Background: an optimization exercise with open tools, aiming at small area and a short achievable clock period. Do not read the settings as production practice. At most, simulation tests tie the RTL to the original design; equivalence was not proved.

==> yarrow: inputs <==
==> flow/design.v <==
`timescale 1ns/1ps
module gpt_time_base (
  input  logic        aclk_i,
  input  logic        reset_i,
  input  logic        cen_i,
  input  logic        dir_i,
  input  logic        ug_i,
  input  logic [15:0] psc_i,
  input  logic [31:0] arr_i,
  input  logic [31:0] arr_d_i,
  input  logic        eff_load_i,
  output logic [31:0] cnt_o,
  output logic [31:0] cnt_d_o,
  output logic        uev_o
);
  logic [15:0] psc_rem;
  logic [15:0] psc_sh;
  logic [31:0] eff_q;
  logic [31:0] cnt_q;
  logic [15:0] psc_sh_d;
  logic [15:0] psc_rem_d;
  logic [31:0] eff_d;
  logic        tick;
  logic        wrap;
  logic        wrap_up;
  logic [31:0] e0, l0;
  logic [15:0] e1, l1;
  logic [7:0]  e2, l2;
  logic [3:0]  e3, l3;
  logic [1:0]  e4, l4;
  assign e0 = ~(cnt_q ^ eff_q);
  assign l0 = ~cnt_q & eff_q;
  for (genvar i = 0; i < 16; i++) begin : g_l1
    assign e1[i] = e0[2*i+1] & e0[2*i];
    assign l1[i] = l0[2*i+1] | (e0[2*i+1] & l0[2*i]);
  end
  for (genvar i = 0; i < 8; i++) begin : g_l2
    assign e2[i] = e1[2*i+1] & e1[2*i];
    assign l2[i] = l1[2*i+1] | (e1[2*i+1] & l1[2*i]);
  end
  for (genvar i = 0; i < 4; i++) begin : g_l3
    assign e3[i] = e2[2*i+1] & e2[2*i];
    assign l3[i] = l2[2*i+1] | (e2[2*i+1] & l2[2*i]);
  end
  for (genvar i = 0; i < 2; i++) begin : g_l4
    assign e4[i] = e3[2*i+1] & e3[2*i];
    assign l4[i] = l3[2*i+1] | (e3[2*i+1] & l3[2*i]);
  end
  assign wrap_up = !(l4[1] | (e4[1] & l4[0]));
  logic [31:0] pf [0:5];
  logic [31:0] tgl;
  assign pf[0] = cnt_q ^ {32{dir_i}};
  for (genvar k = 0; k < 5; k++) begin : g_pf
    for (genvar i = 0; i < 32; i++) begin : g_bit
      if (((i >> k) & 1) == 1) begin : g_and
        assign pf[k+1][i] = pf[k][i] & pf[k][((i >> k) << k) - 1];
      end else begin : g_pass
        assign pf[k+1][i] = pf[k][i];
      end
    end
  end
  assign tgl = {pf[5][30:0], 1'b1};
  assign tick  = cen_i && (psc_rem == 16'd0);
  assign wrap  = dir_i ? (cnt_q == 32'd0) : wrap_up;
  assign uev_o = ug_i || (tick && wrap);
  assign psc_sh_d  = reset_i ? 16'd0 : (uev_o ? psc_i : psc_sh);
  assign psc_rem_d = reset_i ? 16'd0 :
                     (ug_i || tick) ? psc_sh_d :
                     cen_i ? psc_rem - 16'd1 : psc_rem;
  assign cnt_d_o = reset_i ? 32'd0 :
                   uev_o ? (arr_i & {32{dir_i}}) :
                   tick ? (cnt_q ^ tgl) : cnt_q;
  assign eff_d = eff_load_i ? arr_d_i : (uev_o ? arr_i : eff_q);
  always_ff @(posedge aclk_i) begin
    psc_sh  <= psc_sh_d;
    psc_rem <= psc_rem_d;
    cnt_q   <= cnt_d_o;
    eff_q   <= eff_d;
  end
  assign cnt_o = cnt_q;
endmodule
`timescale 1ns/1ps
module gpt_oc_channel (
  input  logic [2:0]  mode_i,
  input  logic [31:0] ccr_i,
  input  logic [31:0] cnt_i,
  input  logic        dir_i,
  input  logic        eq_q_i,
  input  logic        oc_ref_i,
  output logic        eq_o,
  output logic        match_o,
  output logic        oc_ref_d_o
);
  logic [31:0] e0, l0;
  logic [15:0] e1, l1;
  logic [7:0]  e2, l2;
  logic [3:0]  e3, l3;
  logic [1:0]  e4, l4;
  logic        lt;
  logic        pwm_on;
  assign e0 = ~(cnt_i ^ ccr_i);
  assign l0 = ~cnt_i & ccr_i;
  for (genvar i = 0; i < 16; i++) begin : g_l1
    assign e1[i] = e0[2*i+1] & e0[2*i];
    assign l1[i] = l0[2*i+1] | (e0[2*i+1] & l0[2*i]);
  end
  for (genvar i = 0; i < 8; i++) begin : g_l2
    assign e2[i] = e1[2*i+1] & e1[2*i];
    assign l2[i] = l1[2*i+1] | (e1[2*i+1] & l1[2*i]);
  end
  for (genvar i = 0; i < 4; i++) begin : g_l3
    assign e3[i] = e2[2*i+1] & e2[2*i];
    assign l3[i] = l2[2*i+1] | (e2[2*i+1] & l2[2*i]);
  end
  for (genvar i = 0; i < 2; i++) begin : g_l4
    assign e4[i] = e3[2*i+1] & e3[2*i];
    assign l4[i] = l3[2*i+1] | (e3[2*i+1] & l3[2*i]);
  end
  assign eq_o = e4[1] & e4[0];
  assign lt   = l4[1] | (e4[1] & l4[0]);
  assign match_o = eq_o & !eq_q_i;
  assign pwm_on  = lt | (dir_i & eq_o);
  always_comb begin
    case (mode_i)
      3'd1:    oc_ref_d_o = oc_ref_i | eq_o;
      3'd2:    oc_ref_d_o = oc_ref_i & !eq_o;
      3'd3:    oc_ref_d_o = oc_ref_i ^ match_o;
      3'd4:    oc_ref_d_o = 1'b0;
      3'd5:    oc_ref_d_o = 1'b1;
      3'd6:    oc_ref_d_o = pwm_on;
      3'd7:    oc_ref_d_o = !pwm_on;
      default: oc_ref_d_o = oc_ref_i;
    endcase
  end
endmodule
`timescale 1ns/1ps
module gpt_timer #(
  parameter int CH_NUM = 4
) (
  input  logic              aclk_i,
  input  logic              reset_i,
  input  logic              psel_i,
  input  logic              penable_i,
  input  logic              pwrite_i,
  input  logic [7:0]        paddr_i,
  input  logic [31:0]       pwdata_i,
  output logic [31:0]       prdata_o,
  output logic              pready_o,
  output logic              pslverr_o,
  output logic [CH_NUM-1:0] ch_o,
  output logic              irq_o,
  output logic              trg_o
);
  logic        cen_q, opm_q, dir_q, apre_q;
  logic [1:0]  mms_q;
  logic [4:0]  dier_q;
  logic [4:0]  sr_q;
  logic [15:0] psc_q;
  logic [31:0] arr_q;
  logic [2:0]  mode_q [0:3];
  logic [3:0]  cc_en_q, cc_pol_q;
  logic [31:0] ccr_q [0:3];
  logic        ug_q, irq_q, trg_q;
  logic [3:0]  eq_q, oc_ref_q, ch_q;
  logic [31:0] prdata_q;
  logic        pslverr_q;
  logic        cen_d, opm_d, dir_d, apre_d;
  logic [1:0]  mms_d;
  logic [4:0]  dier_d;
  logic [4:0]  sr_d;
  logic [15:0] psc_d;
  logic [31:0] arr_d;
  logic [2:0]  mode_d [0:3];
  logic [3:0]  cc_en_d, cc_pol_d;
  logic [31:0] ccr_d [0:3];
  logic [3:0]  eq_d, oc_ref_d;
  logic [31:0] cnt, cnt_d;
  logic        uev;
  logic [3:0]  eq, match;
  logic a_cr1, a_cr2, a_dier, a_sr, a_egr, a_ccmr1, a_ccmr2, a_ccer;
  logic a_cnt, a_psc, a_arr;
  logic [3:0] a_ccr;
  logic hit;
  logic wr;
  assign a_cr1   = paddr_i == 8'h00;
  assign a_cr2   = paddr_i == 8'h04;
  assign a_dier  = paddr_i == 8'h0C;
  assign a_sr    = paddr_i == 8'h10;
  assign a_egr   = paddr_i == 8'h14;
  assign a_ccmr1 = paddr_i == 8'h18;
  assign a_ccmr2 = paddr_i == 8'h1C;
  assign a_ccer  = paddr_i == 8'h20;
  assign a_cnt   = paddr_i == 8'h24;
  assign a_psc   = paddr_i == 8'h28;
  assign a_arr   = paddr_i == 8'h2C;
  assign a_ccr[0] = paddr_i == 8'h34;
  assign a_ccr[1] = paddr_i == 8'h38;
  assign a_ccr[2] = paddr_i == 8'h3C;
  assign a_ccr[3] = paddr_i == 8'h40;
  assign hit = a_cr1 | a_cr2 | a_dier | a_sr | a_egr | a_ccmr1 | a_ccmr2 |
               a_ccer | a_cnt | a_psc | a_arr | (|a_ccr);
  logic w_cr1, w_cr2, w_dier, w_sr, w_egr, w_ccmr1, w_ccmr2, w_ccer;
  logic w_psc, w_arr;
  logic [3:0] w_ccr;
  logic [13:0] wsel_q, wsel_d;
  logic setup_wr;
  assign setup_wr = psel_i & !penable_i & pwrite_i;
  assign wsel_d = {14{setup_wr}} & {a_ccr, a_arr, a_psc, a_ccer, a_ccmr2,
                                    a_ccmr1, a_egr, a_sr, a_dier, a_cr2, a_cr1};
  assign wr = psel_i & penable_i;
  assign {w_ccr, w_arr, w_psc, w_ccer, w_ccmr2, w_ccmr1, w_egr, w_sr, w_dier,
          w_cr2, w_cr1} = wsel_q & {14{wr}};
  logic [4:0] sr_keep;
  logic [4:0] sr_set;
  assign sr_keep = w_sr ? pwdata_i[4:0] : 5'h1F;
  assign sr_set  = {match, uev};
  always_comb begin
    if (reset_i) begin
      cen_d    = 1'b0;
      opm_d    = 1'b0;
      dir_d    = 1'b0;
      apre_d   = 1'b0;
      mms_d    = 2'd0;
      dier_d   = 5'd0;
      sr_d     = 5'd0;
      psc_d    = 16'd0;
      arr_d    = 32'hFFFF_FFFF;
      cc_en_d  = 4'd0;
      cc_pol_d = 4'd0;
      for (int i = 0; i < 4; i++) begin
        mode_d[i] = 3'd0;
        ccr_d[i]  = 32'd0;
      end
    end else begin
      cen_d    = cen_q & !(uev & opm_q);
      opm_d    = opm_q;
      dir_d    = dir_q;
      apre_d   = apre_q;
      if (w_cr1) begin
        cen_d  = pwdata_i[0];
        opm_d  = pwdata_i[3];
        dir_d  = pwdata_i[4];
        apre_d = pwdata_i[7];
      end
      mms_d    = w_cr2  ? pwdata_i[5:4]  : mms_q;
      dier_d   = w_dier ? pwdata_i[4:0]  : dier_q;
      sr_d     = (sr_q & sr_keep) | sr_set;
      psc_d    = w_psc  ? pwdata_i[15:0] : psc_q;
      arr_d    = w_arr  ? pwdata_i       : arr_q;
      mode_d[0] = w_ccmr1 ? pwdata_i[6:4]   : mode_q[0];
      mode_d[1] = w_ccmr1 ? pwdata_i[14:12] : mode_q[1];
      mode_d[2] = w_ccmr2 ? pwdata_i[6:4]   : mode_q[2];
      mode_d[3] = w_ccmr2 ? pwdata_i[14:12] : mode_q[3];
      for (int i = 0; i < 4; i++) begin
        cc_en_d[i]  = w_ccer ? pwdata_i[4*i]     : cc_en_q[i];
        cc_pol_d[i] = w_ccer ? pwdata_i[4*i + 1] : cc_pol_q[i];
        ccr_d[i]    = w_ccr[i] ? pwdata_i : ccr_q[i];
      end
    end
  end
  gpt_time_base time_base_i (
    .aclk_i   (aclk_i),
    .reset_i  (reset_i),
    .cen_i    (cen_q),
    .dir_i    (dir_q),
    .ug_i     (ug_q),
    .psc_i    (psc_q),
    .arr_i    (arr_q),
    .arr_d_i  (arr_d),
    .eff_load_i (reset_i | !apre_q | (w_cr1 & !pwdata_i[7])),
    .cnt_o    (cnt),
    .cnt_d_o  (cnt_d),
    .uev_o    (uev)
  );
  for (genvar i = 0; i < 4; i++) begin : g_ch
    logic oc_next;
    gpt_oc_channel channel_i (
      .mode_i     (mode_q[i]),
      .ccr_i      (ccr_q[i]),
      .cnt_i      (cnt),
      .dir_i      (dir_q),
      .eq_q_i     (eq_q[i]),
      .oc_ref_i   (oc_ref_q[i]),
      .eq_o       (eq[i]),
      .match_o    (match[i]),
      .oc_ref_d_o (oc_next)
    );
    assign oc_ref_d[i] = !reset_i & oc_next;
    assign eq_d[i]     = reset_i | eq[i];
  end
  logic [31:0] rd_d;
  always_comb begin
    rd_d = 32'd0;
    if (a_cr1) begin
      rd_d[0] = cen_d;
      rd_d[3] = opm_d;
      rd_d[4] = dir_d;
      rd_d[7] = apre_d;
    end
    if (a_cr2)   rd_d[5:4] = rd_d[5:4] | mms_d;
    if (a_dier)  rd_d[4:0] = rd_d[4:0] | dier_d;
    if (a_sr)    rd_d[4:0] = rd_d[4:0] | sr_d;
    if (a_ccmr1) begin
      rd_d[6:4]   = rd_d[6:4]   | mode_d[0];
      rd_d[14:12] = rd_d[14:12] | mode_d[1];
    end
    if (a_ccmr2) begin
      rd_d[6:4]   = rd_d[6:4]   | mode_d[2];
      rd_d[14:12] = rd_d[14:12] | mode_d[3];
    end
    if (a_ccer) begin
      for (int i = 0; i < 4; i++) begin
        rd_d[4*i]     = rd_d[4*i]     | cc_en_d[i];
        rd_d[4*i + 1] = rd_d[4*i + 1] | cc_pol_d[i];
      end
    end
    if (a_cnt)   rd_d       = rd_d | cnt_d;
    if (a_psc)   rd_d[15:0] = rd_d[15:0] | psc_d;
    if (a_arr)   rd_d       = rd_d | arr_d;
    for (int i = 0; i < 4; i++) begin
      if (a_ccr[i]) rd_d = rd_d | ccr_d[i];
    end
  end
  always_ff @(posedge aclk_i) begin
    cen_q    <= cen_d;
    opm_q    <= opm_d;
    dir_q    <= dir_d;
    apre_q   <= apre_d;
    mms_q    <= mms_d;
    dier_q   <= dier_d;
    sr_q     <= sr_d;
    psc_q    <= psc_d;
    arr_q    <= arr_d;
    cc_en_q  <= cc_en_d;
    cc_pol_q <= cc_pol_d;
    for (int i = 0; i < 4; i++) begin
      mode_q[i] <= mode_d[i];
      ccr_q[i]  <= ccr_d[i];
    end
    eq_q     <= eq_d;
    oc_ref_q <= oc_ref_d;
    ch_q     <= cc_en_d & (oc_ref_d ^ cc_pol_d);
    prdata_q  <= rd_d;
    wsel_q    <= wsel_d;
    pslverr_q <= !hit;
    if (reset_i) begin
      ug_q  <= 1'b0;
      irq_q <= 1'b0;
      trg_q <= 1'b0;
    end else begin
      ug_q  <= w_egr & pwdata_i[0];
      irq_q <= |(sr_q & dier_q);
      case (mms_q)
        2'd0:    trg_q <= uev;
        2'd1:    trg_q <= cen_q;
        2'd2:    trg_q <= oc_ref_q[0];
        default: trg_q <= 1'b0;
      endcase
    end
  end
  assign prdata_o  = prdata_q;
  assign pready_o  = 1'b1;
  assign pslverr_o = pslverr_q;
  assign ch_o      = ch_q;
  assign irq_o     = irq_q;
  assign trg_o     = trg_q;
endmodule
==> flow/run.sh <==
#!/bin/bash
# synth_recipe.tcl (not shown) runs the flow's synth.tcl, then flattens the netlist and writes it again
# the make line also repeats each setting of config.mk as NAME=value (left out here)
make -C /OpenROAD-flow-scripts/flow DESIGN_CONFIG=/design/flow/config.mk WORK_HOME=/design/flow/orfs CLKGATE_MAP_FILE= SYNTH_SCRIPT=/design/flow/synth_recipe.tcl finish
==> flow/config.mk <==
export PLATFORM = sky130hd
export DESIGN_NAME = gpt_timer
export DESIGN_NICKNAME = gpt_timer
export VERILOG_FILES = /design/flow/design.v
export SDC_FILE = /design/flow/constraint.sdc
export NUM_CORES = 4
export LEC_CHECK = 0
export CAP_MARGIN = 20
export CORE_MARGIN = 2
export CORE_UTILIZATION = 40
export SETUP_SLACK_MARGIN = 3.8
export SLEW_MARGIN = 20
==> flow/constraint.sdc <==
create_clock -name core_clock -period 7.0 [get_ports {aclk_i}]
set_input_delay 1.4000 -clock core_clock [delete_from_list [all_inputs] [get_ports {aclk_i}]]
set_output_delay 1.4000 -clock core_clock [all_outputs]
set_load 0.01 [all_outputs]
==> fjord: changes against yarrow <==
--- a/flow/design.v
+++ b/flow/design.v
@@ -11,6 +11,7 @@
   input  logic        eff_load_i,
   output logic [31:0] cnt_o,
   output logic [31:0] cnt_d_o,
+  output logic [31:0] cnt_nr_o,
   output logic        uev_o
 );
   logic [15:0] psc_rem;
@@ -67,9 +68,9 @@
   assign psc_rem_d = reset_i ? 16'd0 :
                      (ug_i || tick) ? psc_sh_d :
                      cen_i ? psc_rem - 16'd1 : psc_rem;
-  assign cnt_d_o = reset_i ? 32'd0 :
-                   uev_o ? (arr_i & {32{dir_i}}) :
-                   tick ? (cnt_q ^ tgl) : cnt_q;
+  assign cnt_nr_o = uev_o ? (arr_i & {32{dir_i}}) :
+                    tick ? (cnt_q ^ tgl) : cnt_q;
+  assign cnt_d_o  = reset_i ? 32'd0 : cnt_nr_o;
   assign eff_d = eff_load_i ? arr_d_i : (uev_o ? arr_i : eff_q);
   always_ff @(posedge aclk_i) begin
     psc_sh  <= psc_sh_d;
@@ -174,7 +175,7 @@
   logic [3:0]  cc_en_d, cc_pol_d;
   logic [31:0] ccr_d [0:3];
   logic [3:0]  eq_d, oc_ref_d;
-  logic [31:0] cnt, cnt_d;
+  logic [31:0] cnt, cnt_d, cnt_nr;
   logic        uev;
   logic [3:0]  eq, match;
   logic a_cr1, a_cr2, a_dier, a_sr, a_egr, a_ccmr1, a_ccmr2, a_ccer;
@@ -214,48 +215,38 @@
   logic [4:0] sr_set;
   assign sr_keep = w_sr ? pwdata_i[4:0] : 5'h1F;
   assign sr_set  = {match, uev};
+  logic [31:0] wd0, wd1;
+  logic e_cr1, e_cr2, e_dier, e_ccmr1, e_ccmr2, e_ccer, e_psc, e_arr;
+  logic [3:0] e_ccr;
+  assign wd0 = pwdata_i & {32{!reset_i}};
+  assign wd1 = pwdata_i | {32{reset_i}};
+  assign e_cr1   = w_cr1   | reset_i;
+  assign e_cr2   = w_cr2   | reset_i;
+  assign e_dier  = w_dier  | reset_i;
+  assign e_ccmr1 = w_ccmr1 | reset_i;
+  assign e_ccmr2 = w_ccmr2 | reset_i;
+  assign e_ccer  = w_ccer  | reset_i;
+  assign e_psc   = w_psc   | reset_i;
+  assign e_arr   = w_arr   | reset_i;
+  assign e_ccr   = w_ccr   | {4{reset_i}};
   always_comb begin
-    if (reset_i) begin
-      cen_d    = 1'b0;
-      opm_d    = 1'b0;
-      dir_d    = 1'b0;
-      apre_d   = 1'b0;
-      mms_d    = 2'd0;
-      dier_d   = 5'd0;
-      sr_d     = 5'd0;
-      psc_d    = 16'd0;
-      arr_d    = 32'hFFFF_FFFF;
-      cc_en_d  = 4'd0;
-      cc_pol_d = 4'd0;
-      for (int i = 0; i < 4; i++) begin
-        mode_d[i] = 3'd0;
-        ccr_d[i]  = 32'd0;
-      end
-    end else begin
-      cen_d    = cen_q & !(uev & opm_q);
-      opm_d    = opm_q;
-      dir_d    = dir_q;
-      apre_d   = apre_q;
-      if (w_cr1) begin
-        cen_d  = pwdata_i[0];
-        opm_d  = pwdata_i[3];
-        dir_d  = pwdata_i[4];
-        apre_d = pwdata_i[7];
-      end
-      mms_d    = w_cr2  ? pwdata_i[5:4]  : mms_q;
-      dier_d   = w_dier ? pwdata_i[4:0]  : dier_q;
-      sr_d     = (sr_q & sr_keep) | sr_set;
-      psc_d    = w_psc  ? pwdata_i[15:0] : psc_q;
-      arr_d    = w_arr  ? pwdata_i       : arr_q;
-      mode_d[0] = w_ccmr1 ? pwdata_i[6:4]   : mode_q[0];
-      mode_d[1] = w_ccmr1 ? pwdata_i[14:12] : mode_q[1];
-      mode_d[2] = w_ccmr2 ? pwdata_i[6:4]   : mode_q[2];
-      mode_d[3] = w_ccmr2 ? pwdata_i[14:12] : mode_q[3];
-      for (int i = 0; i < 4; i++) begin
-        cc_en_d[i]  = w_ccer ? pwdata_i[4*i]     : cc_en_q[i];
-        cc_pol_d[i] = w_ccer ? pwdata_i[4*i + 1] : cc_pol_q[i];
-        ccr_d[i]    = w_ccr[i] ? pwdata_i : ccr_q[i];
-      end
+    cen_d  = reset_i ? 1'b0 : w_cr1 ? pwdata_i[0] : (cen_q & !(uev & opm_q));
+    opm_d  = e_cr1 ? wd0[3] : opm_q;
+    dir_d  = e_cr1 ? wd0[4] : dir_q;
+    apre_d = e_cr1 ? wd0[7] : apre_q;
+    mms_d  = e_cr2  ? wd0[5:4]  : mms_q;
+    dier_d = e_dier ? wd0[4:0]  : dier_q;
+    sr_d   = reset_i ? 5'd0 : (sr_q & sr_keep) | sr_set;
+    psc_d  = e_psc  ? wd0[15:0] : psc_q;
+    arr_d  = e_arr  ? wd1       : arr_q;
+    mode_d[0] = e_ccmr1 ? wd0[6:4]   : mode_q[0];
+    mode_d[1] = e_ccmr1 ? wd0[14:12] : mode_q[1];
+    mode_d[2] = e_ccmr2 ? wd0[6:4]   : mode_q[2];
+    mode_d[3] = e_ccmr2 ? wd0[14:12] : mode_q[3];
+    for (int i = 0; i < 4; i++) begin
+      cc_en_d[i]  = e_ccer ? wd0[4*i]     : cc_en_q[i];
+      cc_pol_d[i] = e_ccer ? wd0[4*i + 1] : cc_pol_q[i];
+      ccr_d[i]    = e_ccr[i] ? wd0 : ccr_q[i];
     end
   end
   gpt_time_base time_base_i (
@@ -270,6 +261,7 @@
     .eff_load_i (reset_i | !apre_q | (w_cr1 & !pwdata_i[7])),
     .cnt_o    (cnt),
     .cnt_d_o  (cnt_d),
+    .cnt_nr_o (cnt_nr),
     .uev_o    (uev)
   );
   for (genvar i = 0; i < 4; i++) begin : g_ch
@@ -292,33 +284,33 @@
   always_comb begin
     rd_d = 32'd0;
     if (a_cr1) begin
-      rd_d[0] = cen_d;
-      rd_d[3] = opm_d;
-      rd_d[4] = dir_d;
-      rd_d[7] = apre_d;
+      rd_d[0] = cen_q & !(uev & opm_q);
+      rd_d[3] = opm_q;
+      rd_d[4] = dir_q;
+      rd_d[7] = apre_q;
     end
-    if (a_cr2)   rd_d[5:4] = rd_d[5:4] | mms_d;
-    if (a_dier)  rd_d[4:0] = rd_d[4:0] | dier_d;
-    if (a_sr)    rd_d[4:0] = rd_d[4:0] | sr_d;
+    if (a_cr2)   rd_d[5:4] = rd_d[5:4] | mms_q;
+    if (a_dier)  rd_d[4:0] = rd_d[4:0] | dier_q;
+    if (a_sr)    rd_d[4:0] = rd_d[4:0] | sr_q | sr_set;
     if (a_ccmr1) begin
-      rd_d[6:4]   = rd_d[6:4]   | mode_d[0];
-      rd_d[14:12] = rd_d[14:12] | mode_d[1];
+      rd_d[6:4]   = rd_d[6:4]   | mode_q[0];
+      rd_d[14:12] = rd_d[14:12] | mode_q[1];
     end
     if (a_ccmr2) begin
-      rd_d[6:4]   = rd_d[6:4]   | mode_d[2];
-      rd_d[14:12] = rd_d[14:12] | mode_d[3];
+      rd_d[6:4]   = rd_d[6:4]   | mode_q[2];
+      rd_d[14:12] = rd_d[14:12] | mode_q[3];
     end
     if (a_ccer) begin
       for (int i = 0; i < 4; i++) begin
-        rd_d[4*i]     = rd_d[4*i]     | cc_en_d[i];
-        rd_d[4*i + 1] = rd_d[4*i + 1] | cc_pol_d[i];
+        rd_d[4*i]     = rd_d[4*i]     | cc_en_q[i];
+        rd_d[4*i + 1] = rd_d[4*i + 1] | cc_pol_q[i];
       end
     end
-    if (a_cnt)   rd_d       = rd_d | cnt_d;
-    if (a_psc)   rd_d[15:0] = rd_d[15:0] | psc_d;
-    if (a_arr)   rd_d       = rd_d | arr_d;
+    if (a_cnt)   rd_d       = rd_d | cnt_nr;
+    if (a_psc)   rd_d[15:0] = rd_d[15:0] | psc_q;
+    if (a_arr)   rd_d       = rd_d | arr_q;
     for (int i = 0; i < 4; i++) begin
-      if (a_ccr[i]) rd_d = rd_d | ccr_d[i];
+      if (a_ccr[i]) rd_d = rd_d | ccr_q[i];
     end
   end
   always_ff @(posedge aclk_i) begin
--- a/flow/config.mk
+++ b/flow/config.mk
@@ -7,6 +7,9 @@
 export LEC_CHECK = 0
 export CAP_MARGIN = 20
 export CORE_MARGIN = 2
-export CORE_UTILIZATION = 40
-export SETUP_SLACK_MARGIN = 3.8
+export CORE_UTILIZATION = 60
+export CTS_BUF_LIST = sky130_fd_sc_hd__clkbuf_8
+export CTS_CLUSTER_DIAMETER = 50
+export CTS_CLUSTER_SIZE = 20
+export SETUP_SLACK_MARGIN = 4.1
 export SLEW_MARGIN = 20
==> impl_metrics.toml <==
[outcome]
outcome = "finished clean"

[logic_synthesis]
synth_mux_area_frac = 0.0575
syn_inst = 1753
syn_area_um2 = 18900

[placed_design]
hpwl_um = 39500

[global_routing]
grt_usage = 0.371
grt_pass1_wl_um = 91300

[power]
p_leak_nw = 8.39
p_total_mw = 4.46

[worst_setup_path]
critPathTopFamily = "simple AND/OR/NAND/NOR gates"
regToRegSetupSlack_ns = 3.90
cp_cell_sequence = "buf_12, or4b_4, nand4b_1, nor2_1, and4_4, a311o_2, buf_6, buf_6, buf_12, o21ai_4, a221o_1"
slowest_stage = "or4b_4"

[detailed_routing]
routed_wl_um = 64200

[final_layout]
n_antenna_cell = 0
area_growth_pct = 21.6

[sta]
fin_ws_ns = 3.90
Source of the figures above: fjord

==> impl_metrics.toml <==
[sta]
slew_headroom = 0.324

[power]
vdd_drop_max_mv = 0.164
p_leak_nw = 8.94
p_total_mw = 4.56

[global_routing]
grt_usage = 0.314
grt_pass1_wl_um = 119000

[logic_synthesis]
synth_mux_area_frac = 0.0501
syn_area_um2 = 19700
synth_top_family_by_area = "simple AND/OR/NAND/NOR gates"

[worst_setup_path]
critPathTopFamily = "compound AO/OA/AOI/OAI gates"
cp_cell_sequence = "clkdlybuf4s50_1, nor2_1, nand3_2, nor2_4, buf_6, a22o_1, a221oi_1, nand4_1, a211o_1"
regToRegSetupSlack_ns = 3.82

[outcome]
outcome = "finished clean"

[final_layout]
area_growth_pct = 20.7
n_antenna_cell = 1

[placed_design]
hpwl_um = 55400

[detailed_routing]
ant_nets = 0
routed_wl_um = 81800
Source of the figures above: yarrow

For yarrow, only the layout was checked, not whether the RTL still works.

## separate check: timing with driven ports
No port has a modelled driver above. Below, the same layouts with a new extraction and two added sets of constraints. Step 1, drivers: a clkbuf_16 drives aclk_i and a buf_2 each remaining input, both assumed. Step 2 adds t to the input delays and takes it off the output delays; t is the mean of the earliest and latest rising clock arrival at the registers after step 1. Input paths then give back, and output paths get back, about the clock's delay inside the block. a / b / c = ideal / step 1 / step 2; a / b = the first two.
| run | t, ns | setup slack, ns | worst setup path at the end | worst data-port slew with drivers (ns) |
|---|---|---|---|---|
| yarrow | 0.653 | 3.816 / 3.821 / 3.195 | input to register | 0.10 |
| fjord | 0.630 | 3.903 / 3.903 / 3.398 | input to register | 0.04 |
After both steps setup and hold are still met in every run listed. For yarrow, which loses most, drivers alone change the setup slack by +0.005 ns; drivers and shift together by -0.621 ns.
